This design comes from an exercise in tuning for small area and a short achievable clock period on the open sky130 flow, not from production work.
In this exercise RTL edits were held to simulation tests only and were not proved equivalent to the original.
Power and IR drop assume default switching activity.

==> flow/design.v, too long to show whole: its modules and the start of the top module <==
// module wallace_mul: 5660 lines
module wallace_mul (
	input  logic                  clk,
	input  logic                  rst_n,
	input  logic                  in_valid,
	input  logic [31:0]           a,
	input  logic [31:0]           b,
	output logic [63:0]           product,
	output logic                  out_valid
);
  // ...
==> flow/flow/run.sh <==
#!/bin/bash
# Standard layout with three changes:
# - if flow/abc.script exists, synthesis maps with it instead of ORFS's ABC script
#   (a copy of ORFS's scripts folder with only that file replaced; ABC maps the
#   combinational logic only, so registers and their names are the standard ones);
# - between synthesis and floorplan, fapol.py removes the inverters Yosys leaves
#   around its full-adder cells (a full adder is self-dual, so it can work on
#   complemented nets instead);
# - the port buffers are a plain buffer cell (PORT_BUF), not the delay cell
#   buffer_ports picks by default.
set -euo pipefail
W=$PWD
PORT_BUF=$(cat $W/flow/port_buf.txt 2>/dev/null || echo sky130_fd_sc_hd__buf_4)
export BUFFER_PORTS_ARGS="-buffer_cell $PORT_BUF"
if [[ -f $W/flow/abc.script ]]; then
  rm -rf $W/scripts_local
  cp -r $FLOW_HOME/scripts $W/scripts_local
  cp $W/flow/abc.script $W/scripts_local/abc_speed.script
  cp $W/flow/abc.script $W/scripts_local/abc_area.script
  export SCRIPTS_DIR=$W/scripts_local
fi
R=$W/orfs/results/$FLOW_PLATFORM/wallace_mul/base
bash standard.sh $R/1_2_yosys.v > $W/synth.log 2>&1
cp $R/1_2_yosys.v $W/1_2_yosys.std.v
python3 $W/flow/fapol.py $W/1_2_yosys.std.v $R/1_2_yosys.v > $W/fapol.log 2>&1
bash standard.sh > $W/layout.log 2>&1
==> flow/flow/fapol.py <==
#!/usr/bin/env python3
"""Remove inverters around full-adder cells in a mapped sky130hd netlist.

A full adder is self-dual: FA(~a,~b,~c) = (~cout, ~sum).  Yosys's extract_fa often
picks the complemented form and leaves inverters between adder cells.  This script
chooses, for every fa cell, whether to use it complemented, so as to need as few
inverters as possible, and swaps xor2/xnor2 (xor3/xnor3) drivers whose every load
wants the other polarity.  Registers and ports are untouched.

Usage: fapol.py IN.v OUT.v
"""
import re, sys, random
from collections import defaultdict

src = open(sys.argv[1]).read()
m = re.search(r'\bmodule\s+(\S+)\s*\((.*?)\);', src, re.S)
ports = set(p.strip() for p in m.group(2).split(','))
body_start = src.index(';', m.end() - 1) + 1
endm = src.rindex('endmodule')

inst_re = re.compile(r'^\s*(sky130_fd_sc_hd__\w+)\s+(\S+)\s*\((.*?)\);\s*$', re.S | re.M)
pin_re = re.compile(r'\.(\w+)\(\s*([^()]*?)\s*\)')
OUTPINS = {'X', 'Y', 'Q', 'Q_N', 'SUM', 'COUT', 'HI', 'LO', 'GCLK'}

cells = []          # [type, name, [(pin, net)]]
first = None
last = None
for mm in inst_re.finditer(src, body_start, endm):
    if first is None:
        first = mm.start()
    last = mm.end()
    cells.append([mm.group(1), mm.group(2), pin_re.findall(mm.group(3))])
header = src[:first]
# anything between instances other than whitespace would be lost: check
rest = inst_re.sub('', src[first:last])
assert rest.strip() == '', rest.strip()[:200]
trailer = src[last:]


def base(t):
    return re.sub(r'_\d+$', '', t.replace('sky130_fd_sc_hd__', ''))


def portnet(n):
    return n.split('[')[0].lstrip('\\').strip() in ports or n in ports


driver = {}
for i, (t, name, pins) in enumerate(cells):
    for p, n in pins:
        if p in OUTPINS:
            driver[n] = (i, p)

removable = set()
for i, (t, name, pins) in enumerate(cells):
    if base(t) in ('inv', 'clkinv'):
        d = dict(pins)
        if not portnet(d['Y']) and not portnet(d['A']):
            removable.add(i)


def root(n):
    q = 0
    while n in driver and driver[n][0] in removable:
        n = dict(cells[driver[n][0]][2])['A']
        q ^= 1
    return n, q


isfa = [base(t) == 'fa' for t, _, _ in cells]
x = [0] * len(cells)
fixed = set()
# sinks per root: list of (cell, pin index, parity)
sinks = defaultdict(list)
port_roots = set()
for i, (t, name, pins) in enumerate(cells):
    if i in removable:
        continue
    for k, (p, n) in enumerate(pins):
        if p in OUTPINS:
            continue
        r, q = root(n)
        sinks[r].append((i, k, q))
# ports that are outputs read a net; keep the polarity of their drivers
for n in list(driver):
    if portnet(n):
        r, q = root(n)
        port_roots.add(r)
        if driver[r][0] is not None:
            fixed.add(driver[r][0])
swappable = {'xor2': 'xnor2', 'xnor2': 'xor2', 'xor3': 'xnor3', 'xnor3': 'xor3'}
swap = [0] * len(cells)


def drv_flip(r):
    d = driver.get(r)
    if d is None:
        return 0
    return x[d[0]]


def need(r):
    """(needs true, needs complement) at root r, physical."""
    nt = nc = 0
    dx = drv_flip(r)
    for (i, k, q) in sinks[r]:
        if q ^ x[i] ^ dx:
            nc = 1
        else:
            nt = 1
    return nt, nc


def cost_root(r):
    nt, nc = need(r)
    if not nc:
        return 0
    d = driver.get(r)
    if d is not None and not nt and base(cells[d[0]][0]) in swappable and r not in port_roots:
        return 0.001  # swap the driver instead of adding an inverter
    return 1


def roots_of(i):
    rs = set()
    for p, n in cells[i][2]:
        if p in OUTPINS:
            rs.add(n)
        else:
            rs.add(root(n)[0])
    return rs


fa_idx = [i for i in range(len(cells)) if isfa[i] and i not in fixed and i not in removable]
rofs = {i: roots_of(i) for i in fa_idx}
total0 = sum(cost_root(r) for r in sinks)
random.seed(1)
for it in range(20):
    changed = 0
    order = list(fa_idx)
    random.shuffle(order)
    for i in order:
        rs = rofs[i]
        before = sum(cost_root(r) for r in rs)
        x[i] ^= 1
        after = sum(cost_root(r) for r in rs)
        if after < before - 1e-9:
            changed += 1
        else:
            x[i] ^= 1
    if not changed:
        break
total1 = sum(cost_root(r) for r in sinks)

# ---------------------------------------------------------------- rewrite
out_cells = []
new_wires = []
inv_net = {}
ninv = 0
nswap = 0
for r in sinks:
    nt, nc = need(r)
    if not nc:
        continue
    d = driver.get(r)
    if d is not None and not nt and base(cells[d[0]][0]) in swappable and r not in port_roots:
        swap[d[0]] = 1
        nswap += 1
        continue
    nm = '_fapol_n%d_' % len(inv_net)
    inv_net[r] = nm
    new_wires.append(nm)
for i, (t, name, pins) in enumerate(cells):
    if i in removable:
        continue
    if swap[i]:
        b = base(t)
        t = t.replace('__' + b + '_', '__' + swappable[b] + '_')
        ren = {'xnor2': {'Y': 'X'}, 'xor2': {'X': 'Y'}}.get(b, {})
        pins = [(ren.get(p, p), n) for p, n in pins]
    newpins = []
    for p, n in pins:
        if p not in OUTPINS:
            r, q = root(n)
            dx = drv_flip(r)
            if q ^ x[i] ^ dx:
                if r in inv_net:
                    n = inv_net[r]
                else:
                    n = r   # driver was swapped
            else:
                n = r
        newpins.append((p, n))
    if x[i]:
        # complemented adder: swap nothing, the polarity is carried by its nets
        pass
    out_cells.append((t, name, newpins))
for r, nm in inv_net.items():
    ninv += 1
    out_cells.append(('sky130_fd_sc_hd__inv_1', '_fapol_i%d_' % ninv, [('A', r), ('Y', nm)]))

# nets whose sinks and drivers all vanished stay declared; harmless
hdr = header.rstrip() + '\n' + ''.join('  wire %s;\n' % w for w in new_wires)
o = [hdr]
for t, name, pins in out_cells:
    o.append('  %s %s (\n%s\n  );\n' % (t, name, ',\n'.join('    .%s(%s)' % (p, n + (' ' if n.startswith('\\') else '')) for p, n in pins)))
o.append(trailer)
open(sys.argv[2], 'w').write(''.join(o))
print('fapol: inverters removable %d, adders %d flipped %d, inverters after %d, xor swaps %d (cost %.0f -> %.0f)'
      % (len(removable), len(fa_idx), sum(x), ninv, nswap, total0, total1), file=sys.stderr)
==> flow/flow/port_buf.txt <==
sky130_fd_sc_hd__buf_1
==> flow/standard.sh <==
#!/bin/bash
# synth_recipe.tcl (not shown) runs the flow's synth.tcl, then flattens the netlist and writes it again
# the make line also repeats each setting of config.mk as NAME=value (left out here)
make -C /OpenROAD-flow-scripts/flow DESIGN_CONFIG=/design/flow/config.mk WORK_HOME=/design/flow/orfs CLKGATE_MAP_FILE= SYNTH_SCRIPT=/design/flow/synth_recipe.tcl "${@:-finish}"
==> flow/config.mk <==
export PLATFORM = sky130hd
export DESIGN_NAME = wallace_mul
export DESIGN_NICKNAME = wallace_mul
export VERILOG_FILES = /design/flow/design.v
export SDC_FILE = /design/flow/constraint.sdc
export NUM_CORES = 4
export LEC_CHECK = 0
export ABC_AREA = 1
export CAP_MARGIN = 20
export CORE_MARGIN = 2
export CORE_UTILIZATION = 40
export CTS_BUF_LIST = sky130_fd_sc_hd__clkbuf_8
export SETUP_SLACK_MARGIN = 1.2
export SLEW_MARGIN = 20
export TNS_END_PERCENT = 10
==> flow/constraint.sdc <==
create_clock -name core_clock -period 3.5 [get_ports {clk}]
set_input_delay 0.7000 -clock core_clock [delete_from_list [all_inputs] [get_ports {clk}]]
set_output_delay 0.7000 -clock core_clock [all_outputs]
set_load 0.01 [all_outputs]
==> results by group, run 1 <==
CTS
  – Later-pin clock latency in the skew report: 740 ps
  – TritonCTS Buffers: 86
  – Clock slew at reported path FFs: 60 ps
  – Htree depth: 3
  – Setup bufs post-CTS: 4

Min path
  – Hold Startpoint: in_valid

Power and ir drop
  – Clock group power: 5750 uW
  – Net Sw Frac: 49.18%
  – P per Cell Area: 1115 nW/um2
  – Worst IR drop on VDD: 0.6083 mV

Layout
  – Final Instance Count excl. Fillers: 5287
  – Commonest cells after routing, fill and taps aside: nand2_1, dfxtp_1, inv_1, fa_1, o22ai_1
  – Area growth syn-to-layout: 19.11%
  – Final design area excluding fillers: 43460 um2
  – Top class by area: multi-input gates
  – Final-layout fill cell count: 8262
  – Largest Register: product
  – Clock Buffer Count: 106
  – FF+latch area: 10470 um2
  – Non-Clock Inverter Count: 483
  – Largest register FFs: 64
  – Seq area share: 24.09%

Routing
  – Drt drc: 0
  – First drt pass iteration count: 8
  – Initial DRC count: 3521
  – Vias: 29.40k

STA
  – Unrepaired setup endpoints after global routing: true
  – Minimum clock period: 2433 ps
  – Final Hold Viols: 0
  – Period utilisation layout: 69.51%
  – Worst slew slack as a fraction of its limit: 46.73%
  – Setup-failing EPs final: 0
  – Fin. max-slew vios: 0

Die
  – Tapcells: 1176

Place
  – Cell count after placement: 5080

Global routing
  – M1 GR Usage: 35.30%
  – Grt total ovfl: 0
  – Routing usage on met2: 42.09%

Run status
  – Status: complete, no violations

Setup path
  – FF-to-FF Start: r1396
  – Arrival time worst endpoint: 2990 ps
  – Buffers & Inverters on Critical Path: 0
  – CP top delay family: adder cells
  – Critical path origin: r1396
==> run 2: changes to the inputs <==
--- a/flow/config.mk
+++ b/flow/config.mk
@@ -14,2 +14,2 @@
 export SLEW_MARGIN = 20
-export TNS_END_PERCENT = 10
+export TNS_END_PERCENT = 2
==> run 2 against run 1 <==
  * Still clean
  * Hold slack better by 8.9 ps
  * Clock power rose by 8.7%
  * First-iteration DRC count down 11%
  * Final area about the same
  * Clock skew increased by 2.3 ps
  * Critical endpoint is now r1274
  * Die area unchanged
  * Register-to-register slack better by 20 ps
  * Wire length down 2.6%
==> results by group, run 2 <==
Routing
  – Avg WL per Cell: 24.72 um (was 25.48 um)
  – Drt drc: 0 (unchanged)
  – Initial DRC count: 3117 (was 3521)
  – Vias: 29.21k (was 29.40k)
  – Met3 routed WL: 16630 um (was 17310 um)
  – Routed vias/inst: 5.503 (was 5.560)
  – Uppermost layer routed: met5 (unchanged)
  – Routed wire length: 131200 um (was 134700 um)
  – First drt pass iteration count: 8 (unchanged)
  – DRT met1 WL: 49330 um (was 51540 um)
  – Final ANT Viol Nets: 0 (unchanged)
  – Met2 WL: 57230 um (was 57970 um)

Power and ir drop
  – Switching pwr: 24250 uW (was 23840 uW)
  – P per Cell Area: 1143 nW/um2 (was 1115 nW/um2)
  – Sequential Power Share: 21.5% (was 22.0%)
  – Net Sw Frac: 48.84% (was 49.18%)
  – Combinational power share: 65.9% (was 66.1%)
  – Worst IR drop on VDD: 0.5729 mV (was 0.6083 mV)
  – P_leak: 0.01916 uW (was 0.01919 uW)
  – Power after layout: 49650 uW (was 48480 uW)
  – Pint: 25400 uW (was 24640 uW)
  – Clock network fraction of design power: 12.6% (was 11.9%)

STA
  – Worst slew slack as a fraction of its limit: 55.78% (was 46.73%)
  – Setup-failing EPs final: 0 (unchanged)
  – Unrepaired setup endpoints after global routing: true (unchanged)
  – Setup Skew: 61.03 ps (was 58.75 ps)
  – Minimum clock period: 2412 ps (was 2433 ps)
  – Final Hold Viols: 0 (unchanged)
  – Worst-Margin Slew: 662.6 ps (was 796.3 ps)
  – Setup TNS: 0 ps (unchanged)
  – Fin. max-slew vios: 0 (unchanged)
  – Period utilisation layout: 68.91% (was 69.51%)
  – Max Freq: 414.6 MHz (was 411.0 MHz)

Layout
  – Largest Register: product (unchanged)
  – Layout cell share with drive strength beyond 1: 17.08% (was 17.15%)
  – Area of the multi-input gates: 24530 um2 (was 24760 um2)
  – Area growth syn-to-layout: 19.01% (was 19.11%)
  – Commonest cells after routing, fill and taps aside: nand2_1, dfxtp_1, inv_1, fa_1, o22ai_1 (unchanged)
  – FF+latch area: 10470 um2 (about the same)
  – Final-layout fill cell count: 8243 (was 8262)
  – Finished Core Util: 48.17% (was 48.21%)
  – Commonest non-fill, non-tap cell in the layout: nand2_1 (unchanged)
  – Largest register FFs: 64 (unchanged)
  – # nets final: 4712 (was 4693)
  – Final design area excluding fillers: 43430 um2 (was 43460 um2)
  – Biggest regs: product: 64 flops, vld: 3 flops (unchanged)

CTS
  – Htree depth: 3 (unchanged)
  – CTS Buffer Depth: 3 (unchanged)
  – Later-pin clock latency in the skew report: 750 ps (was 740 ps)
  – Clock slew at reported path FFs: 70 ps (was 60 ps)
  – TritonCTS Buffers: 91 (was 86)
  – CTS Root Cell: clkbuf_8 (unchanged)
  – CTS tree: yes (unchanged)
  – CTS sink count: 522 (unchanged)

Job
  – Total of max-cap violations: 0 (unchanged)

Global routing
  – Grt total ovfl: 0 (unchanged)
  – First-pass GRT wire length: 188900 um (was 191800 um)
  – Gr usage total: 27.06% (was 27.67%)
  – Initial antenna violation count: 7 (was 9)
  – Largest net degree at the start of global routing: 33 (was 35)
  – Vias in the first global route: 29.61k (was 29.69k)

Min path
  – HP Class: primary input to flop (unchanged)

Synth
  – Mapped Cells: 3899 (unchanged)
  – Synth Warn #: 1 (unchanged)
  – Post-Syn Area: 36490 um2 (unchanged)
  – Syn_area_per_cell: 9.359 um2 (unchanged)
  – Syn_nets: 4552 (unchanged)

Place
  – Placed cell areas: 39540 um2 (was 39700 um2)
  – HPWL after DPL: 89700 um (was 89300 um)
  – IO buf count: 131 (unchanged)
  – GPL Wtd Cong: 0.9561 (was 0.9493)

Setup path
  – Nature of the critical path startpoint: primary input (was flop)
  – Arrival time worst endpoint: 3010 ps (was 2990 ps)
  – Critical path class: primary input to flop (was flop to flop)
  – CP required: 4100 ps (was 4050 ps)
  – Max FO, Critical Path: 11 (was 2)
  – Critical Path Sink Type: flop (unchanged)

Die
  – I/O Pins: 132 (unchanged)
  – Core Footprint: 90150 um2 (unchanged)
  – Num rows: 110 (unchanged)
  – Die height: 306.0 um (unchanged)
  – Die Wd: 306.0 um (unchanged)
  – Starting density of the core: 40.48% (unchanged)
  – Die area: 93660 um2 (unchanged)

Run status
  – Status: complete, no violations (unchanged)
## run 2: repair_timing
action,in CTS,in global routing
hold endpoints to repair,3,0
setup endpoints to repair,148,242
cloned,0,11
hold buffers,1,0
gates resized for setup,91,215
setup buffers,11,35
pin swaps,14,70
## run 2: path summary, 6_finish.rpt
path,end,slack (ps),cells after the start,startpoint
max in group asynchronous,vld[1],3010,2,rst_n
min,vld[0],100,1,in_valid
max,r1274,1090,9,b[5]
min in group asynchronous,vld[0],340,2,rst_n
min reg2reg,r1842,320,0,r1207
max reg2reg,r1929,1090,4,r1396
## run 2: layer usage
layer / track usage (%) / vias to the layer above
met4: 14.80 / 4
li1: - / 12730
met5: 0 / -
met3: 8.931 / 482
met2: 41.51 / 1864
met1: 33.67 / 14130
## run 2: per-stage QoR
step	worst slack [ps]	hold slack, ps	instances
after detailed placement	203.6	312.1	5084
after global routing	1070	58.62	5304
after CTS	1119	18.01	5257
after floorplan	832.3	309.6	3899
final	1088	98.42	5308
after global placement	240.5	311.3	5084
## run 2: critical path, stage by stage
cell and delay (ps):
clkbuf_4 280, buf_4 210, nor2_2 60, a21oi_4 140, buf_4 230, o22ai_1 100, xnor2_1 270, fa_1 500
fa_1 490
## run 2: power by group through the flow
stage	Sequential (uW)	Combinational (uW)	Clock, uW
floorplan	10500	17800	0
global placement	10700	27900	0
detailed placement	10800	28300	0
CTS	10700	29900	6390
global route	10900	36000	6610
finish	10700	32700	6250
## run 2: layout make-up
type | count | area share [%]
Antenna cell | 5 | 0.02881
Clock buffer | 120 | 3.803
Clock inverter | 41 | 0.8989
Inverter | 483 | 4.221
Multi-Input combinational cell | 2638 | 56.49
Sequential cell | 522 | 24.11
Tap cell | 1176 | 3.388
Timing Repair Buffer | 323 | 7.062
==> run 3: changes to the inputs <==
--- a/flow/config.mk
+++ b/flow/config.mk
@@ -12,4 +12,3 @@
 export CTS_BUF_LIST = sky130_fd_sc_hd__clkbuf_8
-export SETUP_SLACK_MARGIN = 1.2
+export SETUP_SLACK_MARGIN = 1.1
 export SLEW_MARGIN = 20
-export TNS_END_PERCENT = 2
==> run 3 against run 2 <==
  * Via count down 1.8%
  * Clock skew down 28 ps
  * First-iteration DRC count down 24%
  * Flip-flop and latch count unchanged
  * Critical endpoint is now r1324
==> results by group, run 3 <==
Run status
  – Status: complete, no violations (unchanged)

STA
  – Max Freq: 420.5 MHz (was 414.6 MHz)
  – Unrepaired setup endpoints after global routing: true (unchanged)
  – Fin. max-slew vios: 0 (unchanged)
  – Setup TNS: 0 ps (unchanged)
  – Worst-Margin Slew: 775.4 ps (was 662.6 ps)
  – Setup Skew: 32.68 ps (was 61.03 ps)
  – Minimum clock period: 2378 ps (was 2412 ps)
  – Final Hold Viols: 0 (unchanged)
  – Worst slew slack as a fraction of its limit: 48.13% (was 55.78%)
  – Setup-failing EPs final: 0 (unchanged)
  – Period utilisation layout: 67.94% (was 68.91%)

Place
  – GPL Wtd Cong: 0.9429 (was 0.9561)
  – IO buf count: 131 (unchanged)
  – Placed cell areas: 40730 um2 (was 39540 um2)
  – HPWL after DPL: 89980 um (was 89700 um)

Layout
  – Finished Core Util: 48.15% (was 48.17%)
  – Final design area excluding fillers: 43410 um2 (was 43430 um2)
  – Commonest non-fill, non-tap cell in the layout: nand2_1 (unchanged)
  – Biggest regs: product: 64 flops, vld: 3 flops (unchanged)
  – Final-layout fill cell count: 8277 (was 8243)
  – # nets final: 4663 (was 4712)
  – Layout cell share with drive strength beyond 1: 20.16% (was 17.08%)
  – Area of the multi-input gates: 25330 um2 (was 24530 um2)
  – Largest register FFs: 64 (unchanged)
  – FF+latch area: 10470 um2 (unchanged)
  – Area growth syn-to-layout: 18.95% (was 19.01%)
  – Commonest cells after routing, fill and taps aside: nand2_1, dfxtp_1, inv_1, o22ai_1, fa_1 (was nand2_1, dfxtp_1, inv_1, fa_1, o22ai_1)
  – Largest Register: product (unchanged)

Min path
  – HP Class: primary input to flop (unchanged)

Power and ir drop
  – Worst IR drop on VDD: 0.5381 mV (was 0.5729 mV)
  – P per Cell Area: 1093 nW/um2 (was 1143 nW/um2)
  – P_leak: 0.01885 uW (was 0.01916 uW)
  – Power after layout: 47440 uW (was 49650 uW)

Setup path
  – Worst path slowest cell: fa_2 (was fa_1)
  – Cell mode on critical path: buf_4
  – Arrival time worst endpoint: 3040 ps (was 3010 ps)
  – CP required: 4160 ps (was 4100 ps)
  – Critical Path Sink Type: flop (unchanged)
  – CP max stage delay: 580 ps (was 500 ps)
  – CP Cell Sequence: clkbuf_2, buf_4, inv_1, buf_4, xnor2_1, fa_1, fa_2 (was clkbuf_4, buf_4, nor2_2, a21oi_4, buf_4, o22ai_1, xnor2_1, fa_1, fa_1)
  – Critical path class: primary input to flop (unchanged)
  – Nature of the critical path startpoint: primary input (unchanged)
  – Max FO, Critical Path: 9 (was 11)

Global routing
  – First-pass GRT wire length: 189400 um (was 188900 um)
  – Largest net degree at the start of global routing: 41 (was 33)
  – Grt total ovfl: 0 (unchanged)
  – Initial antenna violation count: 9 (was 7)
  – Vias in the first global route: 29.11k (was 29.61k)
  – Gr usage total: 27.30% (was 27.06%)

Die
  – Starting density of the core: 40.48% (unchanged)
  – Num rows: 110 (unchanged)
  – Die height: 306.0 um (unchanged)
  – I/O Pins: 132 (unchanged)
  – Die Wd: 306.0 um (unchanged)
  – Die area: 93660 um2 (unchanged)
  – Core Footprint: 90150 um2 (unchanged)

CTS
  – Htree depth: 3 (unchanged)
  – CTS tree: yes (unchanged)
  – CTS sink count: 522 (unchanged)
  – CTS Buffer Depth: 3 (unchanged)
  – CTS Root Cell: clkbuf_8 (unchanged)
  – TritonCTS Buffers: 90 (was 91)
  – Later-pin clock latency in the skew report: 730 ps (was 750 ps)
  – Clock slew at reported path FFs: 60 ps (was 70 ps)

Synth
  – Syn_area_per_cell: 9.359 um2 (unchanged)
  – Synth Warn #: 1 (unchanged)
  – Mapped Cells: 3899 (unchanged)
  – Post-Syn Area: 36490 um2 (unchanged)
  – Syn_nets: 4552 (unchanged)

Routing
  – Vias: 28.68k (was 29.21k)
  – Routed vias/inst: 5.456 (was 5.503)
  – Avg WL per Cell: 24.47 um (was 24.72 um)
  – Routed wire length: 128600 um (was 131200 um)
  – Final ANT Viol Nets: 0 (unchanged)
  – First drt pass iteration count: 7 (was 8)
  – Drt drc: 0 (unchanged)
  – Initial DRC count: 2383 (was 3117)

Job
  – Total of max-cap violations: 0 (unchanged)
==> run 3: changes by cell type in the layout (fill, tap and decap cells not counted), moves of 12 or more <==
cell      delta
clkbuf_8    -13
inv_2       +12
clkinv_2    -12
fa_1       -125
nand2_1     +23
buf_4       -36
fa_2       +125
o22ai_1     -88
o22ai_2     +85
nand2_2     -25
==> run 3: final cells by class <==
cell class | instances | area share (%)
sequential | 522 | 24.12
timing repair buffer | 275 | 5.791
multi-input combinational | 2638 | 58.36
tap | 1176 | 3.390
clock buffer | 107 | 3.393
inverter | 483 | 4.214
antenna | 8 | 0.04612
clock inverter | 47 | 0.6860
==> run 3: routing by layer <==
layer  vias up  GRT usage, %  share of wire (%)
met4         2         12.58                5.1
met5         -             0              0.010
met2      1721         42.60                 44
li1      12610             -                  -
met1     13880         34.52                 39
met3       464         8.647                 11
==> run 3: power breakdown <==
| part | switching [uW] | total [uW] | internal [uW] | leakage [uW] |
|---|---|---|---|---|
| Sequential | 1450 | 10600 | 9200 | 0.00441 |
| Clock | 2590 | 5570 | 2980 | 0.00102 |
| Combinational | 19300 | 31200 | 12000 | 0.0134 |
| Total | 23300 | 47400 | 24200 | 0.0189 |
==> run 3: path summary, 6_finish.rpt <==
path | startpoint | cells past startpoint | slack, ps | end
min in group asynchronous | rst_n | 2 | 320 | vld[1]
max in group asynchronous | rst_n | 2 | 3030 | vld[2]
worst max-delay path | b[1] | 7 | 1120 | r1324
worst max register to register | r1396 | 4 | 1130 | r1929
worst min register to register | r1504 | 0 | 330 | r1975
worst min-delay path | in_valid | 1 | 100 | vld[0]
==> run 3: what timing repair did <==
item / CTS / global route
hold endpoints to repair: 3 / 0
pin swaps: 2 / 31
setup buffers: 0 / 14
endpoints found under the setup margin: 51 / 98
cloned: 0 / 1
resized for setup: 46 / 141
hold buffers: 1 / 0
==> run 3: worst max-delay path: cells and delay by family <==
family	cells	cell delay, ps
buffers and inverters	4	1130
XOR/XNOR	1	140
adder cells (fa/ha/maj)	2	1050
==> run 3: per-stage QoR <==
stage	worst slack [ps]	instances	hold slack, ps
after floorplan	836.8	3899	309.6
after global placement	157.1	5078	310.1
after detailed placement	125.6	5078	312.1
after CTS	1065	5233	46.81
after global routing	1034	5249	73.51
final	1122	5256	101.3
==> run 4: changes to the inputs <==
--- a/flow/config.mk
+++ b/flow/config.mk
@@ -12,3 +12,4 @@
 export CTS_BUF_LIST = sky130_fd_sc_hd__clkbuf_8
-export SETUP_SLACK_MARGIN = 1.1
+export SETUP_SLACK_MARGIN = 1.35
 export SLEW_MARGIN = 20
+export TNS_END_PERCENT = 5
==> run 4 against run 3 <==
  * Still clean on timing, DRC and antenna
  * Sequential power about the same
  * Clock power increased by 7.0%
  * Synthesized cell count unchanged
  * Count of clock-buffer cells in the layout grew 6
  * Critical path depth down 3
  * Wire length grew 6.4%
  * Fmax is 1.1% lower
  * Hold slack worse by 3.9 ps
  * Register-to-register slack lost 30 ps
  * Via count is 3.7% higher
  * Largest cell class unchanged
  * Largest power group unchanged
  * Highest routed layer unchanged
==> results by group, run 4 <==
Synth
  – Syn_nets: 4552 (unchanged)
  – Mapped Cells: 3899 (unchanged)
  – Synth Warn #: 1 (unchanged)
  – Post-Syn Area: 36490 um2 (unchanged)
  – Syn_area_per_cell: 9.359 um2 (unchanged)

CTS
  – Htree depth: 3 (unchanged)
  – Later-pin clock latency in the skew report: 760 ps (was 730 ps)
  – Clock slew at reported path FFs: 70 ps (was 60 ps)
  – TritonCTS Buffers: 91 (was 90)
  – CTS tree: yes (unchanged)
  – CTS Buffer Depth: 3 (unchanged)
  – CTS sink count: 522 (unchanged)
  – CTS Root Cell: clkbuf_8 (unchanged)

Layout
  – Layout cell share with drive strength beyond 1: 19.52% (was 20.16%)
  – Commonest cells after routing, fill and taps aside: nand2_1, dfxtp_1, inv_1, fa_1, o22ai_1 (was nand2_1, dfxtp_1, inv_1, o22ai_1, fa_1)
  – Finished Core Util: 49.25% (was 48.15%)
  – Area growth syn-to-layout: 21.68% (was 18.95%)
  – Biggest regs: product: 64 flops, vld: 3 flops (unchanged)
  – # nets final: 4731 (was 4663)
  – Final Instance Count excl. Fillers: 5328 (was 5256)
  – Largest register FFs: 64 (unchanged)
  – Largest Register: product (unchanged)
  – Commonest non-fill, non-tap cell in the layout: nand2_1 (unchanged)

Place
  – HPWL after DPL: 91090 um (was 89980 um)
  – IO buf count: 131 (unchanged)
  – Cell count after placement: 5085 (was 5078)
  – GPL Wtd Cong: 0.9524 (was 0.9429)

Routing
  – First drt pass iteration count: 8 (was 7)
  – Drt drc: 0 (unchanged)
  – Routed wire length: 136800 um (was 128600 um)
  – Routed vias/inst: 5.583 (was 5.456)
  – Vias: 29.75k (was 28.68k)
  – Avg WL per Cell: 25.67 um (was 24.47 um)
  – Initial DRC count: 3511 (was 2383)
  – Final ANT Viol Nets: 0 (unchanged)

STA
  – Fin. max-slew vios: 0 (unchanged)
  – Worst slew slack as a fraction of its limit: 53.15% (was 48.13%)
  – Setup-failing EPs final: 0 (unchanged)
  – Setup Skew: 62.38 ps (was 32.68 ps)
  – Final Hold Viols: 0 (unchanged)
  – Fin Hold WS: 97.42 ps (was 101.3 ps)
  – Unrepaired setup endpoints after global routing: true (unchanged)
  – Worst-Margin Slew: 702.0 ps (was 775.4 ps)
  – Setup TNS: 0 ps (unchanged)
  – Max Freq: 415.9 MHz (was 420.5 MHz)
  – Period utilisation layout: 68.70% (was 67.94%)
  – Minimum clock period: 2404 ps (was 2378 ps)

Global routing
  – Grt total ovfl: 0 (unchanged)
  – First-pass GRT wire length: 190900 um (was 189400 um)
  – Initial antenna violation count: 8 (was 9)
  – Gr usage total: 27.41% (was 27.30%)
  – Vias in the first global route: 29.41k (was 29.11k)
  – Largest net degree at the start of global routing: 38 (was 41)

Die
  – Die area: 93660 um2 (unchanged)
  – Num rows: 110 (unchanged)
  – I/O Pins: 132 (unchanged)
  – Starting density of the core: 40.48% (unchanged)
  – Die Wd: 306.0 um (unchanged)
  – Die height: 306.0 um (unchanged)
  – Core Footprint: 90150 um2 (unchanged)

Setup path
  – CP required: 4120 ps (was 4160 ps)
  – Critical Path Sink Type: flop (unchanged)
  – Arrival time worst endpoint: 3020 ps (was 3040 ps)
  – Critical path class: flop to flop (was primary input to flop)
  – Nature of the critical path startpoint: flop (was primary input)
  – Max FO, Critical Path: 1 (was 9)

Power and ir drop
  – P_leak: 0.01957 uW (was 0.01885 uW)
  – Power after layout: 49680 uW (was 47440 uW)
  – Worst IR drop on VDD: 0.5606 mV (was 0.5381 mV)
  – P per Cell Area: 1119 nW/um2 (was 1093 nW/um2)

Job
  – Total of max-cap violations: 0 (unchanged)

Min path
  – HP Class: primary input to flop (unchanged)

Run status
  – Status: complete, no violations (unchanged)
==> run 4: path summary, 6_finish.rpt <==
kind | start | endpoint | slack (ps) | cells past startpoint
worst max-delay path | r1397 | r1929 | 1100 | 4
worst min-delay path | in_valid | vld[0] | 100 | 1
worst max register to register | r1397 | r1929 | 1100 | 4
worst min register to register | r1207 | r1842 | 320 | 0
max in group asynchronous | rst_n | vld[2] | 3020 | 2
min in group asynchronous | rst_n | vld[0] | 330 | 2
==> run 4: power breakdown <==
part | internal (uW) | total (uW) | switching, uW
clock | 3230 | 5960 | 2730
combinational | 12800 | 33000 | 20200
sequential | 9200 | 10700 | 1510
==> run 4: critical path, stage by stage, from the launching register on <==
cell	delay (ps)
dfxtp_1	360
fa_1	410
fa_1	390
fa_1	470
fa_2	650
==> run 4: repair_timing <==
| item | CTS | global route |
|---|---|---|
| endpoints found under the setup margin | 264 | 294 |
| pin swaps | 29 | 84 |
| endpoints found under the hold margin | 3 | 0 |
| gates resized for setup | 158 | 285 |
| buffers inserted | 6 | 43 |
| hold buffers | 1 | 0 |
| gates cloned | 0 | 26 |
==> run 4: layer usage <==
metal	vias to the layer above	GRT usage (%)	share of wire [%]
li1	12770	-	-
met1	14310	35.42	38
met2	2099	41.87	43
met3	560	8.440	13
met4	6	12.97	6.0
met5	-	0	0.057
==> run 4: area by class of cell <==
cell class              count  area, um2
clock buffers             113       1555
flip-flops and latches    522      10470
well taps                1176       1471
diodes                      3      7.507
clock inverters            51      381.6
repair buffers            342       3654
multi-input cells        2638      25000
fillers                  8253      45750
inverters                 483       1854
==> run 4: through the flow <==
stage | cell area [um2] | worst slack, ps
6_report | 44400 | 1096
5_1_grt | 44400 | 1037
4_1_cts | 42320 | 1148
3_5_place_dp | 39690 | 191.4
3_3_place_gp | 39690 | 229.8
2_1_floorplan | 37590 | 836.2
==> run 5: changes to the inputs <==
--- a/flow/config.mk
+++ b/flow/config.mk
@@ -12,3 +12,3 @@
 export CTS_BUF_LIST = sky130_fd_sc_hd__clkbuf_8
-export SETUP_SLACK_MARGIN = 1.35
+export SETUP_SLACK_MARGIN = 1.25
 export SLEW_MARGIN = 20
==> run 5 against run 4 <==
  * Flip-flop and latch count did not move
  * Clock skew fell by 5.5 ps
  * Count of clock-buffer cells in the layout rose by 1
  * Highest routed layer unchanged
  * Critical path type unchanged
  * Fmax rose by 2.7%
  * Sequential power hardly changed
  * Synthesized cell count unchanged
  * Still clean on timing, DRC and antenna
==> results by group, run 5 <==
Routing
  – Avg WL per Cell: 24.82 um (was 25.67 um)
  – Drt drc: 0 (unchanged)
  – Routed wire length: 131700 um (was 136800 um)
  – Vias: 29.17k (was 29.75k)
  – Initial DRC count: 3044 (was 3511)
  – Final ANT Viol Nets: 0 (unchanged)
  – First drt pass iteration count: 6 (was 8)
  – Routed vias/inst: 5.499 (was 5.583)

STA
  – Max Freq: 427.0 MHz (was 415.9 MHz)
  – Worst slew slack as a fraction of its limit: 55.23% (was 53.15%)
  – Final worst slack: 1158 ps (was 1096 ps)
  – Worst-Margin Slew: 669.3 ps (was 702.0 ps)
  – Setup Skew: 56.86 ps (was 62.38 ps)
  – Setup TNS: 0 ps (unchanged)
  – Final Hold Viols: 0 (unchanged)
  – Setup-failing EPs final: 0 (unchanged)
  – Fin. max-slew vios: 0 (unchanged)
  – Minimum clock period: 2342 ps (was 2404 ps)
  – Fin Hold WS: 85.89 ps (was 97.42 ps)
  – Period utilisation layout: 66.92% (was 68.70%)
  – Unrepaired setup endpoints after global routing: true (unchanged)

Global routing
  – Largest net degree at the start of global routing: 34 (was 38)
  – Vias in the first global route: 29.64k (was 29.41k)
  – Initial antenna violation count: 13 (was 8)
  – Gr usage total: 27.06% (was 27.41%)
  – Grt total ovfl: 0 (unchanged)
  – First-pass GRT wire length: 188700 um (was 190900 um)

Setup path
  – Critical Path Sink Type: flop (unchanged)
  – Max FO, Critical Path: 4 (was 1)
  – Nature of the critical path startpoint: flop (unchanged)
  – CP required: 4090 ps (was 4120 ps)
  – Arrival time worst endpoint: 2930 ps (was 3020 ps)
  – Critical path class: flop to flop (unchanged)

Synth
  – Syn_area_per_cell: 9.359 um2 (unchanged)
  – Synth Warn #: 1 (unchanged)
  – Mapped Cells: 3899 (unchanged)
  – Post-Syn Area: 36490 um2 (unchanged)
  – Syn_nets: 4552 (unchanged)

CTS
  – Clock slew at reported path FFs: 60 ps (was 70 ps)
  – CTS Buffer Depth: 3 (unchanged)
  – CTS sink count: 522 (unchanged)
  – CTS Root Cell: clkbuf_8 (unchanged)
  – Later-pin clock latency in the skew report: 750 ps (was 760 ps)
  – Htree depth: 3 (unchanged)
  – CTS tree: yes (unchanged)
  – TritonCTS Buffers: 86 (was 91)

Layout
  – # nets final: 4711 (was 4731)
  – Largest Register: product (unchanged)
  – Commonest cells after routing, fill and taps aside: nand2_1, dfxtp_1, inv_1, fa_1, o22ai_1 (unchanged)
  – Largest register FFs: 64 (unchanged)
  – Biggest regs: product: 64 flops, vld: 3 flops (unchanged)
  – Layout cell share with drive strength beyond 1: 19.49% (was 19.52%)
  – Area growth syn-to-layout: 20.52% (was 21.68%)
  – Final design area excluding fillers: 43980 um2 (was 44400 um2)
  – Commonest non-fill, non-tap cell in the layout: nand2_1 (unchanged)

Place
  – GPL Wtd Cong: 0.9665 (was 0.9524)
  – HPWL after DPL: 89050 um (was 91090 um)
  – IO buf count: 131 (unchanged)
  – Placed cell areas: 39570 um2 (was 39690 um2)
  – Pre-CTS WS: 252.8 ps (was 191.4 ps)

Power and ir drop
  – P_leak: 0.01929 uW (was 0.01957 uW)
  – P per Cell Area: 1135 nW/um2 (was 1119 nW/um2)
  – Worst IR drop on VDD: 0.6880 mV (was 0.5606 mV)

Die
  – Die Wd: 306.0 um (unchanged)
  – Die area: 93660 um2 (unchanged)
  – Core Footprint: 90150 um2 (unchanged)
  – I/O Pins: 132 (unchanged)
  – Die height: 306.0 um (unchanged)
  – Starting density of the core: 40.48% (unchanged)
  – Num rows: 110 (unchanged)

Job
  – Total of max-cap violations: 0 (unchanged)

Min path
  – HP Class: primary input to flop (unchanged)

Run status
  – Status: complete, no violations (unchanged)
run 5: cell count changes in the layout (fill, tap and decap cells not counted), sizes merged:
cell      change
clkinvlp      -1
buf           +1
clkinv       -12
bufinv        +2
diode         +1
clkbuf       -15
inv           +1
run 5: worst max-delay path: stages, from the launching register on:
cell	delay, ps
dfxtp_1	330
fa_2	560
ha_4	350
nand2_2	100
nor2_2	170
nand2_1	140
inv_1	110
nand2_2	60
inv_1	60
nand2_1	100
nand4_1	120
nand2_1	100
run 5: cell type report:
class | count | area, um2
Fill cell | 8222 | 46170
Inverter | 483 | 1847
Clock buffer | 114 | 1569
Multi-Input combinational cell | 2638 | 25140
Clock inverter | 41 | 361.6
Tap cell | 1176 | 1471
Sequential cell | 522 | 10470
Timing Repair Buffer | 327 | 3107
Antenna cell | 4 | 10.01
run 5: final timing paths:
kind / cells past startpoint / end / from / slack [ps]
min reg2reg: 0 / r1984 / r1512 / 320
min: 1 / vld[0] / in_valid / 90
max: 11 / product[56] / r1945 / 1160
min in group asynchronous: 2 / vld[0] / rst_n / 320
max reg2reg: 11 / product[56] / r1945 / 1160
max in group asynchronous: 2 / vld[2] / rst_n / 3030
run 5: timing repair:
item	in CTS	in global routing
setup endpoints to repair	214	250
resized for setup	132	313
hold endpoints to repair	3	0
hold buffers	1	0
cloned	0	13
pin swaps	21	103
setup buffers	8	42
run 5: per-stage QoR:
stage | power (uW) | instances | utilization [%]
after CTS | 46860 | 5246 | 46.76
after global placement | 38320 | 5082 | 43.90
after global routing | 53950 | 5302 | 48.78
after floorplan | 28350 | 3899 | -
after detailed placement | 38750 | 5082 | 43.90
final | 49910 | 5305 | 48.78
run 5: routing by layer:
metal  wire, um  up-vias  part of all wire (%)  track usage, %
met5         44        -                 0.033               0
met1      50540    13970                    38           34.36
met3      15800      553                    12           7.908
met2      57190     1927                    43           42.30
met4       8093        8                   6.1           12.99
li1           -    12710                     -               -
run 5: power breakdown:
group	switching, uW	internal [uW]	total, uW
logic	20200	13000	33200
clock network	2650	3370	6020
registers	1470	9200	10700
==> run 6: changes to the inputs <==
--- a/flow/config.mk
+++ b/flow/config.mk
@@ -12,4 +12,4 @@
 export CTS_BUF_LIST = sky130_fd_sc_hd__clkbuf_8
-export SETUP_SLACK_MARGIN = 1.25
+export SETUP_SLACK_MARGIN = 1.45
 export SLEW_MARGIN = 20
-export TNS_END_PERCENT = 5
+export TNS_END_PERCENT = 1
==> run 6 against run 5 <==
  * Sequential power hardly changed
  * Highest routed layer unchanged
  * Setup slack worse by 79 ps
  * Count of clock-buffer cells in the layout is 6 lower
  * Global-route usage is 0.41 points lower
  * Still clean on timing, DRC and antenna
  * Clock skew is 13 ps lower
  * Total power is 2.5% lower
  * Via count is 2.2% lower
  * Critical path depth stayed put
  * Largest cell class unchanged
  * Combinational power is 3% lower
  * Fmax is 3.3% lower
  * Sequential share of layout area is 0.67 points higher
==> results by group, run 6 <==
Run status
  – Status: complete, no violations (unchanged)

CTS
  – CTS Buffer Depth: 3 (unchanged)
  – CTS Root Cell: clkbuf_8 (unchanged)
  – Htree depth: 3 (unchanged)
  – Clock slew at reported path FFs: 60 ps (about the same)
  – CTS tree: yes (unchanged)
  – Later-pin clock latency in the skew report: 730 ps (was 750 ps)
  – CTS sink count: 522 (unchanged)
  – TritonCTS Buffers: 88 (was 86)

Die
  – Num rows: 110 (unchanged)
  – Die height: 306.0 um (unchanged)
  – Core Footprint: 90150 um2 (unchanged)
  – Die area: 93660 um2 (unchanged)
  – Die Wd: 306.0 um (unchanged)
  – Starting density of the core: 40.48% (unchanged)
  – I/O Pins: 132 (unchanged)

Synth
  – Syn_area_per_cell: 9.359 um2 (unchanged)
  – Mapped Cells: 3899 (unchanged)
  – Syn_nets: 4552 (unchanged)
  – Post-Syn Area: 36490 um2 (unchanged)
  – Synth Warn #: 1 (unchanged)

Setup path
  – Nature of the critical path startpoint: primary input (was flop)
  – Critical Path Sink Type: flop (unchanged)
  – Critical path class: primary input to flop (was flop to flop)
  – CP required: 4080 ps (was 4090 ps)
  – Max FO, Critical Path: 26 (was 4)
  – Flop-to-flop setup slack: 1110 ps (was 1160 ps)
  – Arrival time worst endpoint: 3000 ps (was 2930 ps)

Layout
  – # nets final: 4683 (was 4711)
  – Biggest regs: product: 64 flops, vld: 3 flops (unchanged)
  – Largest register FFs: 64 (unchanged)
  – Largest Register: product (unchanged)
  – Final design area excluding fillers: 42770 um2 (was 43980 um2)
  – Layout cell share with drive strength beyond 1: 16.13% (was 19.49%)
  – Area growth syn-to-layout: 17.22% (was 20.52%)
  – Commonest cells after routing, fill and taps aside: nand2_1, dfxtp_1, inv_1, fa_1, o22ai_1 (unchanged)
  – Commonest non-fill, non-tap cell in the layout: nand2_1 (unchanged)
  – Final-layout fill cell count: 8346 (was 8222)

STA
  – Worst-Margin Slew: 780.7 ps (was 669.3 ps)
  – Final Hold Viols: 0 (unchanged)
  – Setup-failing EPs final: 0 (unchanged)
  – Minimum clock period: 2421 ps (was 2342 ps)
  – Fin. max-slew vios: 0 (unchanged)
  – Setup TNS: 0 ps (unchanged)
  – Period utilisation layout: 69.17% (was 66.92%)
  – Max Freq: 413.0 MHz (was 427.0 MHz)
  – Fin Hold WS: 99.91 ps (was 85.89 ps)
  – Setup Skew: 44.19 ps (was 56.86 ps)
  – Unrepaired setup endpoints after global routing: true (unchanged)
  – Worst slew slack as a fraction of its limit: 47.77% (was 55.23%)

Power and ir drop
  – P per Cell Area: 1138 nW/um2 (was 1135 nW/um2)
  – P_leak: 0.01881 uW (was 0.01929 uW)
  – Power after layout: 48680 uW (was 49910 uW)
  – Worst IR drop on VDD: 0.6303 mV (was 0.6880 mV)

Place
  – IO buf count: 131 (unchanged)
  – HPWL after DPL: 89960 um (was 89050 um)
  – GPL Wtd Cong: 0.9717 (was 0.9665)
  – Placed cell areas: 39600 um2 (was 39570 um2)

Job
  – Total of max-cap violations: 0 (unchanged)

Global routing
  – Gr usage total: 26.65% (was 27.06%)
  – Grt total ovfl: 0 (unchanged)
  – Largest net degree at the start of global routing: 33 (was 34)
  – First-pass GRT wire length: 185700 um (was 188700 um)
  – Initial antenna violation count: 10 (was 13)
  – Vias in the first global route: 29.17k (was 29.64k)

Routing
  – Routed wire length: 126400 um (was 131700 um)
  – Initial DRC count: 2723 (was 3044)
  – Avg WL per Cell: 23.94 um (was 24.82 um)
  – Drt drc: 0 (unchanged)
  – First drt pass iteration count: 5 (was 6)
  – Routed vias/inst: 5.402 (was 5.499)
  – Final ANT Viol Nets: 0 (unchanged)
  – Vias: 28.52k (was 29.17k)

Min path
  – HP Class: primary input to flop (unchanged)
## run 6: worst paths after layout
path                          start     endpoint  cells after the start
max                           b[21]        r1464                     11
min                        in_valid       vld[0]                      1
max reg2reg                   r1930  product[56]                     14
min reg2reg                   r1221        r1856                      0
max in group asynchronous     rst_n       vld[1]                      2
min in group asynchronous     rst_n       vld[0]                      2
## run 6: layout make-up
class,instances,area [um2],share of cell area (%)
clock inverters,49,376.6,0.8805
inverters,483,1821,4.256
well taps,1176,1471,3.440
multi-input cells,2638,24490,57.26
diodes,7,17.52,0.04095
flip-flops and latches,522,10470,24.48
repair buffers,297,2636,6.163
clock buffers,108,1486,3.475
## run 6: worst max-delay path, stage by stage
cell and delay, ps:
clkbuf_2 190, nor2_2 190, nor2_1 90, buf_4 140, inv_1 140, buf_12 210
o22ai_1 110, xor2_1 180, fa_1 550, inv_1 50, fa_1 430
## run 6: repair_timing
item	in CTS	in global routing
hold endpoints to repair	3	0
hold buffers	1	0
cloned	0	3
pin swaps	24	36
setup endpoints to repair	290	306
resized for setup	102	153
setup buffers	6	13
## run 6: power breakdown
part / switching (uW) / leakage (uW) / internal, uW
sequential: 1420 / 0.00441 / 9200
clock: 2660 / 0.00102 / 3110
combinational: 19700 / 0.0134 / 12500
## run 6: layer usage
| layer | share of wire (%) | up-vias | GRT usage [%] |
|---|---|---|---|
| li1 | - | 12670 | - |
| met1 | 39 | 13770 | 33.50 |
| met2 | 44 | 1671 | 41.17 |
| met3 | 11 | 406 | 8.184 |
| met4 | 5.7 | 4 | 14.05 |
| met5 | 0.017 | - | 0 |
## run 6: per-stage QoR
stage | worst slack (ps) | utilization [%] | std cells
global placement | 314.3 | 43.93 | 5093
finish | 1079 | 47.45 | 5280
floorplan | 832.3 | - | 3899
global route | 1015 | 47.43 | 5275
detailed placement | 289.7 | 43.93 | 5093
CTS | 1157 | 46.54 | 5257
==> run 7: changes to the inputs <==
--- a/flow/config.mk
+++ b/flow/config.mk
@@ -12,3 +12,3 @@
 export CTS_BUF_LIST = sky130_fd_sc_hd__clkbuf_8
-export SETUP_SLACK_MARGIN = 1.45
+export SETUP_SLACK_MARGIN = 1.3
 export SLEW_MARGIN = 20
==> run 7 against run 6 <==
  * Total power is 0.98% higher
  * Count of clock-buffer cells in the layout is 8 higher
  * Clock power is 4.7% higher
  * Non-clock buffer count is 3 higher
  * Sequential share of layout area is 0.064 points lower
  * Synthesized cell count stayed put
  * Fmax is 2.0% higher
  * Setup slack better by 47 ps
  * Utilization is 0.11 points higher
  * Flip-flop and latch count stayed put
  * Clock skew is 13 ps lower
  * Hold slack better by 16 ps
  * Largest power group unchanged
==> results by group, run 7 <==
Run status
  – Status: complete, no violations (unchanged)

Place
  – HPWL after DPL: 88730 um (was 89960 um)
  – Pre-CTS WS: 217.0 ps (was 289.7 ps)
  – IO buf count: 131 (unchanged)
  – Placed cell areas: 39520 um2 (was 39600 um2)
  – GPL Wtd Cong: 0.9277 (was 0.9717)

Setup path
  – Max FO, Critical Path: 1 (was 26)
  – Critical path class: flop to flop (was primary input to flop)
  – Arrival time worst endpoint: 2960 ps (was 3000 ps)
  – CP required: 4080 ps (about the same)
  – Critical Path Sink Type: flop (unchanged)
  – Nature of the critical path startpoint: flop (was primary input)

STA
  – Final worst slack: 1125 ps (was 1079 ps)
  – Max Freq: 421.1 MHz (was 413.0 MHz)
  – Worst slew slack as a fraction of its limit: 51.40% (was 47.77%)
  – Fin. max-slew vios: 0 (unchanged)
  – Minimum clock period: 2375 ps (was 2421 ps)
  – Setup Skew: 31.59 ps (was 44.19 ps)
  – Final Hold Viols: 0 (unchanged)
  – Setup TNS: 0 ps (unchanged)
  – Unrepaired setup endpoints after global routing: true (unchanged)
  – Period utilisation layout: 67.84% (was 69.17%)
  – Setup-failing EPs final: 0 (unchanged)
  – Worst-Margin Slew: 728.2 ps (was 780.7 ps)

Routing
  – Routed vias/inst: 5.453 (was 5.402)
  – Routed wire length: 127600 um (was 126400 um)
  – Final ANT Viol Nets: 0 (unchanged)
  – Vias: 28.81k (was 28.52k)
  – Drt drc: 0 (unchanged)
  – Initial DRC count: 2690 (was 2723)
  – First drt pass iteration count: 5 (unchanged)
  – Avg WL per Cell: 24.14 um (was 23.94 um)

Layout
  – Largest register FFs: 64 (unchanged)
  – Layout cell share with drive strength beyond 1: 16.22% (was 16.13%)
  – Final design area excluding fillers: 42870 um2 (was 42770 um2)
  – FF+latch area: 10470 um2 (about the same)
  – Area of the multi-input gates: 24390 um2 (was 24490 um2)
  – Commonest non-fill, non-tap cell in the layout: nand2_1 (unchanged)
  – Final-layout fill cell count: 8408 (was 8346)
  – Area growth syn-to-layout: 17.48% (was 17.22%)
  – Largest Register: product (unchanged)
  – Finished Core Util: 47.55% (was 47.45%)
  – Commonest cells after routing, fill and taps aside: nand2_1, dfxtp_1, inv_1, fa_1, o22ai_1 (unchanged)
  – # nets final: 4688 (was 4683)
  – Biggest regs: product: 64 flops, vld: 3 flops (unchanged)

Die
  – Die area: 93660 um2 (unchanged)
  – Num rows: 110 (unchanged)
  – Starting density of the core: 40.48% (unchanged)
  – Die height: 306.0 um (unchanged)
  – I/O Pins: 132 (unchanged)
  – Core Footprint: 90150 um2 (unchanged)
  – Die Wd: 306.0 um (unchanged)

CTS
  – Clock slew at reported path FFs: 70 ps (was 60 ps)
  – Later-pin clock latency in the skew report: 710 ps (was 730 ps)
  – TritonCTS Buffers: 90 (was 88)
  – CTS Buffer Depth: 3 (unchanged)
  – Htree depth: 3 (unchanged)
  – CTS tree: yes (unchanged)
  – CTS sink count: 522 (unchanged)
  – CTS Root Cell: clkbuf_8 (unchanged)

Job
  – Total of max-cap violations: 0 (unchanged)

Synth
  – Post-Syn Area: 36490 um2 (unchanged)
  – Syn_area_per_cell: 9.359 um2 (unchanged)
  – Synth Warn #: 1 (unchanged)
  – Syn_nets: 4552 (unchanged)
  – Mapped Cells: 3899 (unchanged)

Global routing
  – Gr usage total: 27.07% (was 26.65%)
  – Grt total ovfl: 0 (unchanged)
  – First-pass GRT wire length: 188300 um (was 185700 um)
  – Initial antenna violation count: 11 (was 10)
  – Vias in the first global route: 29.39k (was 29.17k)
  – Largest net degree at the start of global routing: 39 (was 33)

Power and ir drop
  – P_leak: 0.01892 uW (was 0.01881 uW)
  – Worst IR drop on VDD: 0.6654 mV (was 0.6303 mV)
  – P per Cell Area: 1147 nW/um2 (was 1138 nW/um2)

Min path
  – HP Class: primary input to flop (unchanged)
[run 7: worst paths after layout]
check                      cells after the start     end      from  slack [ps]
hold reg to reg                                0   r1858     r1223         320
setup / recovery                               4   r1901     r1311        1130
min in group asynchronous                      2  vld[2]     rst_n         340
hold / removal                                 1  vld[0]  in_valid         120
setup reg to reg                               4   r1901     r1311        1130
max in group asynchronous                      2  vld[1]     rst_n        3010
[run 7: cell type report]
class | instances | share of cell area (%)
multi-input cells | 2638 | 56.90
well taps | 1176 | 3.432
diodes | 3 | 0.01751
inverters | 483 | 4.261
clock inverters | 46 | 0.8697
flip-flops and latches | 522 | 24.42
clock buffers | 116 | 3.724
repair buffers | 300 | 6.380
[run 7: where the power goes]
| group | leakage, uW | switching [uW] | total [uW] | internal (uW) |
|---|---|---|---|---|
| combinational | 0.0134 | 20000 | 32500 | 12500 |
| sequential | 0.00441 | 1430 | 10600 | 9200 |
| clock | 0.00107 | 2680 | 6050 | 3370 |
| total | 0.0189 | 24100 | 49200 | 25100 |
[run 7: what timing repair did]
| item | in CTS | in global routing |
|---|---|---|
| resized for setup | 120 | 147 |
| hold buffers | 1 | 0 |
| pin swaps | 31 | 49 |
| endpoints found under the setup margin | 194 | 270 |
| setup buffers | 20 | 10 |
| gates cloned | 2 | 1 |
| hold endpoints to repair | 3 | 0 |
[run 7: critical path: stages (launching register included)]
cell and delay, ps:
dfxtp_1 320, fa_1 510, fa_1 470, fa_1 530, fa_1 410
[run 7: routing by layer]
| metal | vias to the layer above | wire (um) | track usage (%) |
|---|---|---|---|
| li1 | 12680 | - | - |
| met1 | 13850 | 49970 | 34.21 |
| met2 | 1767 | 55480 | 41.90 |
| met3 | 503 | 14360 | 8.080 |
| met4 | 12 | 7677 | 14.08 |
| met5 | - | 78 | 0 |
[run 7: metrics by stage]
stage,power [uW],hold WS [ps],cells
6_report,49160,116.2,5284
5_1_grt,53190,61.05,5284
4_1_cts,46730,57.16,5270
3_5_place_dp,38720,312.1,5085
3_3_place_gp,38420,311.7,5085
2_1_floorplan,28310,309.6,3899
==> run 8: changes to the inputs <==
--- a/flow/flow/fapol.py
+++ b/flow/flow/fapol.py
@@ -157,2 +157,3 @@
 new_wires = []
+need_new = set()
 inv_net = {}
@@ -172,4 +173,20 @@
     new_wires.append(nm)
+# an inverter of the root that a sink already used, and that still has a sink
+# needing the complement, is kept as it was (it keeps Yosys's fanout split)
+kept = set()
 for i, (t, name, pins) in enumerate(cells):
     if i in removable:
+        continue
+    for p, n in pins:
+        if p in OUTPINS:
+            continue
+        r, q = root(n)
+        if q == 1 and q ^ x[i] ^ drv_flip(r) and n in driver and driver[n][0] in removable \
+                and dict(cells[driver[n][0]][2])['A'] == r and r in inv_net:
+            kept.add(driver[n][0])
+for i, (t, name, pins) in enumerate(cells):
+    if i in removable and i not in kept:
+        continue
+    if i in kept:
+        out_cells.append((t, name, pins))
         continue
@@ -186,4 +203,7 @@
             if q ^ x[i] ^ dx:
-                if r in inv_net:
+                if q == 1 and n in driver and driver[n][0] in kept:
+                    used_new_inv = False
+                elif r in inv_net:
                     n = inv_net[r]
+                    need_new.add(r)
                 else:
@@ -198,2 +218,5 @@
 for r, nm in inv_net.items():
+    if r not in need_new:
+        new_wires.remove(nm)
+        continue
     ninv += 1
@@ -208,3 +231,3 @@
 open(sys.argv[2], 'w').write(''.join(o))
-print('fapol: inverters removable %d, adders %d flipped %d, inverters after %d, xor swaps %d (cost %.0f -> %.0f)'
-      % (len(removable), len(fa_idx), sum(x), ninv, nswap, total0, total1), file=sys.stderr)
+print('fapol: inverters removable %d, adders %d flipped %d, inverters kept %d, new %d, xor swaps %d (cost %.0f -> %.0f)'
+      % (len(removable), len(fa_idx), sum(x), len(kept), ninv, nswap, total0, total1), file=sys.stderr)
--- a/flow/config.mk
+++ b/flow/config.mk
@@ -12,4 +12,3 @@
 export CTS_BUF_LIST = sky130_fd_sc_hd__clkbuf_8
-export SETUP_SLACK_MARGIN = 1.3
+export SETUP_SLACK_MARGIN = 1.1
 export SLEW_MARGIN = 20
-export TNS_END_PERCENT = 1
==> run 8 against run 7 <==
  * Largest cell class unchanged
  * Flip-flop and latch count unchanged
  * Critical path depth up 8
  * Final area up 2.6%
  * Synthesized area unchanged
  * Clock power up 3%
  * Critical endpoint is now product[56]
==> results by group, run 8 <==
Setup path
  – CP Cell Sequence: fa_2, ha_4, nand2_4, nor2_1, nand2_1, inv_1, nand2_1, nor2_2, nand2_2, nand3_1, nand2_1, nand2_1 (was fa_1, fa_1, fa_1, fa_1)
  – Critical path class: flop to flop (unchanged)
  – Cell mode on critical path: nand2_1 (was fa_1)
  – CP top delay family: adder cells (unchanged)
  – Worst path slowest cell: fa_2 (was fa_1)
  – CP max stage delay: 560 ps (was 530 ps)
  – Buffers & Inverters on Critical Path: 1 (was 0)
  – Max FO, Critical Path: 4 (was 1)
  – Nature of the critical path startpoint: flop (unchanged)
  – Flop-to-flop setup slack: 1090 ps (was 1130 ps)
  – CP required: 4150 ps (was 4080 ps)
  – Arrival time worst endpoint: 3050 ps (was 2960 ps)
  – Critical Path Sink Type: flop (unchanged)

Die
  – Starting density of the core: 40.48% (unchanged)
  – Num rows: 110 (unchanged)
  – Die area: 93660 um2 (unchanged)
  – Die height: 306.0 um (unchanged)
  – Core Footprint: 90150 um2 (unchanged)
  – Die Wd: 306.0 um (unchanged)
  – I/O Pins: 132 (unchanged)

Routing
  – Final ANT Viol Nets: 0 (unchanged)
  – Vias: 28.70k (was 28.81k)
  – Drt drc: 0 (unchanged)
  – Avg WL per Cell: 24.60 um (was 24.14 um)
  – Routed wire length: 130000 um (was 127600 um)
  – Initial DRC count: 2798 (was 2690)
  – Routed vias/inst: 5.433 (was 5.453)
  – First drt pass iteration count: 5 (unchanged)

STA
  – Fin. max-slew vios: 0 (unchanged)
  – Period utilisation layout: 68.77% (was 67.84%)
  – Worst-Margin Slew: 718.8 ps (was 728.2 ps)
  – Minimum clock period: 2407 ps (was 2375 ps)
  – Final Hold Viols: 0 (unchanged)
  – Setup-failing EPs final: 0 (unchanged)
  – Setup Skew: 86.26 ps (was 31.59 ps)
  – Setup TNS: 0 ps (unchanged)
  – Unrepaired setup endpoints after global routing: true (unchanged)
  – Worst slew slack as a fraction of its limit: 51.74% (was 51.40%)
  – Max Freq: 415.5 MHz (was 421.1 MHz)

Global routing
  – Gr usage total: 27.44% (was 27.07%)
  – Initial antenna violation count: 12 (was 11)
  – First-pass GRT wire length: 189000 um (was 188300 um)
  – Vias in the first global route: 29.03k (was 29.39k)
  – Largest net degree at the start of global routing: 33 (was 39)
  – Grt total ovfl: 0 (unchanged)

Place
  – HPWL after DPL: 91270 um (was 88730 um)
  – IO buf count: 131 (unchanged)
  – GPL Wtd Cong: 0.9063 (was 0.9277)
  – Cell count after placement: 5094 (was 5085)

CTS
  – Htree depth: 3 (unchanged)
  – CTS Buffer Depth: 3 (unchanged)
  – Clock slew at reported path FFs: 60 ps (was 70 ps)
  – CTS Root Cell: clkbuf_8 (unchanged)
  – CTS sink count: 522 (unchanged)
  – TritonCTS Buffers: 90 (unchanged)
  – Later-pin clock latency in the skew report: 770 ps (was 710 ps)
  – CTS tree: yes (unchanged)

Job
  – Total of max-cap violations: 0 (unchanged)

Layout
  – Largest register FFs: 64 (unchanged)
  – Biggest regs: product: 64 flops, vld: 3 flops (unchanged)
  – Commonest non-fill, non-tap cell in the layout: nand2_1 (unchanged)
  – Layout cell share with drive strength beyond 1: 22.54% (was 16.22%)
  – Largest Register: product (unchanged)
  – Commonest cells after routing, fill and taps aside: nand2_1, dfxtp_1, inv_1, o22ai_1, fa_1 (was nand2_1, dfxtp_1, inv_1, fa_1, o22ai_1)
  – Area growth syn-to-layout: 20.51% (was 17.48%)
  – Final Instance Count excl. Fillers: 5282 (was 5284)
  – # nets final: 4681 (was 4688)
  – Final-layout fill cell count: 8208 (was 8408)

Power and ir drop
  – P per Cell Area: 1110 nW/um2 (was 1147 nW/um2)
  – Worst IR drop on VDD: 0.7024 mV (was 0.6654 mV)
  – P_leak: 0.01907 uW (was 0.01892 uW)

Min path
  – HP Class: primary input to flop (unchanged)

Synth
  – Syn_area_per_cell: 9.359 um2 (unchanged)
  – Post-Syn Area: 36490 um2 (unchanged)
  – Syn_nets: 4552 (unchanged)
  – Mapped Cells: 3899 (unchanged)
  – Synth Warn #: 1 (unchanged)

Run status
  – Status: complete, no violations (unchanged)
run 8: layer usage:
layer	up-vias	track usage (%)	part of all wire [%]	wire length [um]
met5	-	0	0.044	57
met4	10	13.27	5.1	6593
met3	397	7.700	11	14290
met2	1636	42.19	44	57020
met1	14010	35.59	40	51990
li1	12650	-	-	-
run 8: worst reg2reg max path: stages (launching register included):
cell and delay (ps):
dfxtp_2 330, fa_2 560, ha_4 360, nand2_4 90, nor2_1 130, nand2_1 140, inv_1 120, nand2_1 90
nor2_2 130, nand2_2 100, nand3_1 90, nand2_1 60, nand2_1 80
run 8: worst paths after layout:
| kind | start | endpoint | cells past startpoint |
|---|---|---|---|
| max in group asynchronous | rst_n | vld[1] | 2 |
| hold reg to reg | r1514 | r1986 | 0 |
| hold / removal | in_valid | vld[0] | 1 |
| min in group asynchronous | rst_n | vld[2] | 2 |
| setup / recovery | r1935 | product[56] | 12 |
| setup reg to reg | r1935 | product[56] | 12 |
run 8: timing repair:
item | 4_1_cts | 5_1_grt
cloned | 0 | 1
buffers inserted | 0 | 16
endpoints found under the hold margin | 3 | 0
setup endpoints to repair | 30 | 69
hold buffers | 1 | 0
gates resized for setup | 40 | 173
pin swaps | 1 | 33
run 8: power by group:
group,switching [uW],internal [uW]
sequential,1480,9200
clock,2750,3460
combinational,19600,12300
run 8: layout make-up:
| cell class | count | area [um2] | share of cell area (%) |
|---|---|---|---|
| inverters | 483 | 1826 | 4.151 |
| clock inverters | 54 | 470.5 | 1.070 |
| repair buffers | 293 | 2611 | 5.938 |
| flip-flops and latches | 522 | 10470 | 23.81 |
| well taps | 1176 | 1471 | 3.346 |
| diodes | 3 | 7.507 | 0.01707 |
| clock buffers | 113 | 1555 | 3.537 |
| multi-input cells | 2638 | 25560 | 58.13 |
run 8: metrics by stage:
step | power [uW] | setup WS (ps) | hold slack (ps) | utilization, % | area, um2
finish | 48830 | 1093 | 96.37 | 48.78 | 43970
global route | 52790 | 1024 | 49.70 | 48.77 | 43970
CTS | 46180 | 1055 | 24.08 | 47.88 | 43160
detailed placement | 39280 | 271.9 | 312.1 | 45.43 | 40960
global placement | 38900 | 286.0 | 310.8 | 45.43 | 40960
floorplan | 28660 | 827.5 | 309.6 | - | 38910
==> run 9: changes to the inputs <==
--- a/flow/config.mk
+++ b/flow/config.mk
@@ -12,3 +12,3 @@
 export CTS_BUF_LIST = sky130_fd_sc_hd__clkbuf_8
-export SETUP_SLACK_MARGIN = 1.1
+export SETUP_SLACK_MARGIN = 1.2
 export SLEW_MARGIN = 20
==> run 9 against run 8 <==
  * Still clean
  * Flip-flop and latch count stayed put
  * Utilization grew 1.3 points
  * Final area up 2.8%
  * Hold slack gained 110 ps
  * Sequential share of layout area decreased by 0.62 points
  * Count of clock-buffer cells in the layout decreased by 6
  * Clock skew down 49 ps
  * Register-to-register slack better by 90 ps
  * Synthesized area did not move
  * Synthesized cell count did not move
==> results by group, run 9 <==
STA
  – Worst slew slack as a fraction of its limit: 55.89% (was 51.74%)
  – Final Hold Viols: 0 (unchanged)
  – Unrepaired setup endpoints after global routing: true (unchanged)
  – Worst-Margin Slew: 659.4 ps (was 718.8 ps)
  – Setup TNS: 0 ps (unchanged)
  – Period utilisation layout: 67.20% (was 68.77%)
  – Final worst slack: 1148 ps (was 1093 ps)

CTS
  – Later-pin clock latency in the skew report: 750 ps (was 770 ps)
  – Htree depth: 3 (unchanged)
  – CTS Buffer Depth: 3 (unchanged)
  – TritonCTS Buffers: 88 (was 90)
  – Clock slew at reported path FFs: 70 ps (was 60 ps)
  – CTS tree: yes (unchanged)

Layout
  – FF+latch area: 10480 um2 (was 10470 um2)
  – Commonest cells after routing, fill and taps aside: nand2_1, dfxtp_1, inv_1, o22ai_1, xor2_1 (was nand2_1, dfxtp_1, inv_1, o22ai_1, fa_1)
  – Biggest regs: product: 64 flops, vld: 3 flops (unchanged)
  – Largest Register: product (unchanged)
  – Commonest non-fill, non-tap cell in the layout: nand2_1 (unchanged)
  – Area growth syn-to-layout: 23.84% (was 20.51%)

Global routing
  – Vias in the first global route: 29.25k (was 29.03k)
  – Grt total ovfl: 0 (unchanged)
  – First-pass GRT wire length: 190900 um (was 189000 um)
  – GR peak layer: met2 (unchanged)
  – Largest net degree at the start of global routing: 33 (unchanged)

Setup path
  – Critical path class: primary input to flop (was flop to flop)
  – FF-to-FF Start: r1931 (was r1935)
  – Critical Path Sink Type: flop (unchanged)
  – CP Cell Sequence: buf_1, buf_12, buf_8, a21oi_4, buf_12, clkbuf_16, buf_4, nor2_1, xnor2_1, ha_1, inv_1, fa_2 (was fa_2, ha_4, nand2_4, nor2_1, nand2_1, inv_1, nand2_1, nor2_2, nand2_2, nand3_1, nand2_1, nand2_1)
  – Cell mode on critical path: buf_12 (was nand2_1)

Place
  – GPL Wtd Cong: 0.9154 (was 0.9063)
  – HPWL after DPL: 92330 um (was 91270 um)
  – Pre-CTS WS: 329.2 ps (was 271.9 ps)
  – IO buf count: 131 (unchanged)

Die
  – Die Wd: 306.0 um (unchanged)
  – I/O Pins: 132 (unchanged)
  – Die area: 93660 um2 (unchanged)
  – Starting density of the core: 40.48% (unchanged)

Job
  – Total of max-cap violations: 0 (unchanged)

Routing
  – Vias: 29.05k (was 28.70k)
  – Initial DRC count: 2795 (was 2798)

Run status
  – Status: complete, no violations (unchanged)

Synth
  – Mapped Cells: 3899 (unchanged)
  – Syn_nets: 4552 (unchanged)
  – Synth Warn #: 1 (unchanged)
  – Post-Syn Area: 36490 um2 (unchanged)
  – Syn_area_per_cell: 9.359 um2 (unchanged)

Power and ir drop
  – Power after layout: 50610 uW (was 48830 uW)
  – P per Cell Area: 1120 nW/um2 (was 1110 nW/um2)
  – Worst IR drop on VDD: 0.6110 mV (was 0.7024 mV)
run 9: what timing repair did:
action / 4_1_cts / 5_1_grt
cloned: 0 / 12
gates resized for setup: 112 / 321
hold buffers: 2 / 0
endpoints found under the hold margin: 4 / 0
setup endpoints to repair: 63 / 130
buffers inserted: 9 / 25
pin swaps: 19 / 103
run 9: routing by layer:
| layer | wire [um] | part of all wire, % |
|---|---|---|
| met1 | 52580 | 40 |
| met2 | 57400 | 43 |
| met3 | 14790 | 11 |
| met4 | 7910 | 6.0 |
| met5 | 41 | 0.031 |
run 9: per-stage QoR:
stage          instance area [um2]  hold slack [ps]  utilization [%]  cells
2_1_floorplan                39000            309.6                -   3899
3_3_place_gp                 41060            310.1            45.55   5098
3_5_place_dp                 41060            312.1            45.55   5098
4_1_cts                      43560            184.7            48.32   5271
5_1_grt                      45190            239.5            50.12   5309
6_report                     45190            209.8            50.13   5311
run 9: area by class of cell:
type                    count  share of cell area, %
clock inverters            55                 0.9857
multi-input cells        2638                  58.28
diodes                      3                0.01661
clock buffers             107                  3.259
flip-flops and latches    522                  23.18
repair buffers            327                  6.947
well taps                1176                  3.256
inverters                 483                  4.073
run 9: worst min path at each step:
| stage | startpoint | depth (start not counted) | slack, ps | endpoint |
|---|---|---|---|---|
| after global routing | b[0] | 3 | 240 | r1208 |
| after CTS | b[0] | 3 | 180 | r1208 |
| after detailed placement | r1216 | 0 | 310 | r1851 |
| after global placement | r1207 | 0 | 310 | r1842 |
| after floorplan | r1207 | 0 | 310 | r1842 |
| final | b[0] | 3 | 210 | r1208 |
run 9: power by group:
part	internal [uW]	switching, uW
logic	13300	20700
clock network	3240	2710
registers	9210	1460
total	25800	24900
run 9: worst max-delay path: cells and delay by family:
kind                     cells  cell delay, ps
buffers and inverters        7             990
AND/OR/NAND/NOR              1              40
adder cells (fa/ha/maj)      2             740
XOR/XNOR                     1             300
AO/OA/AOI/OAI                1             190
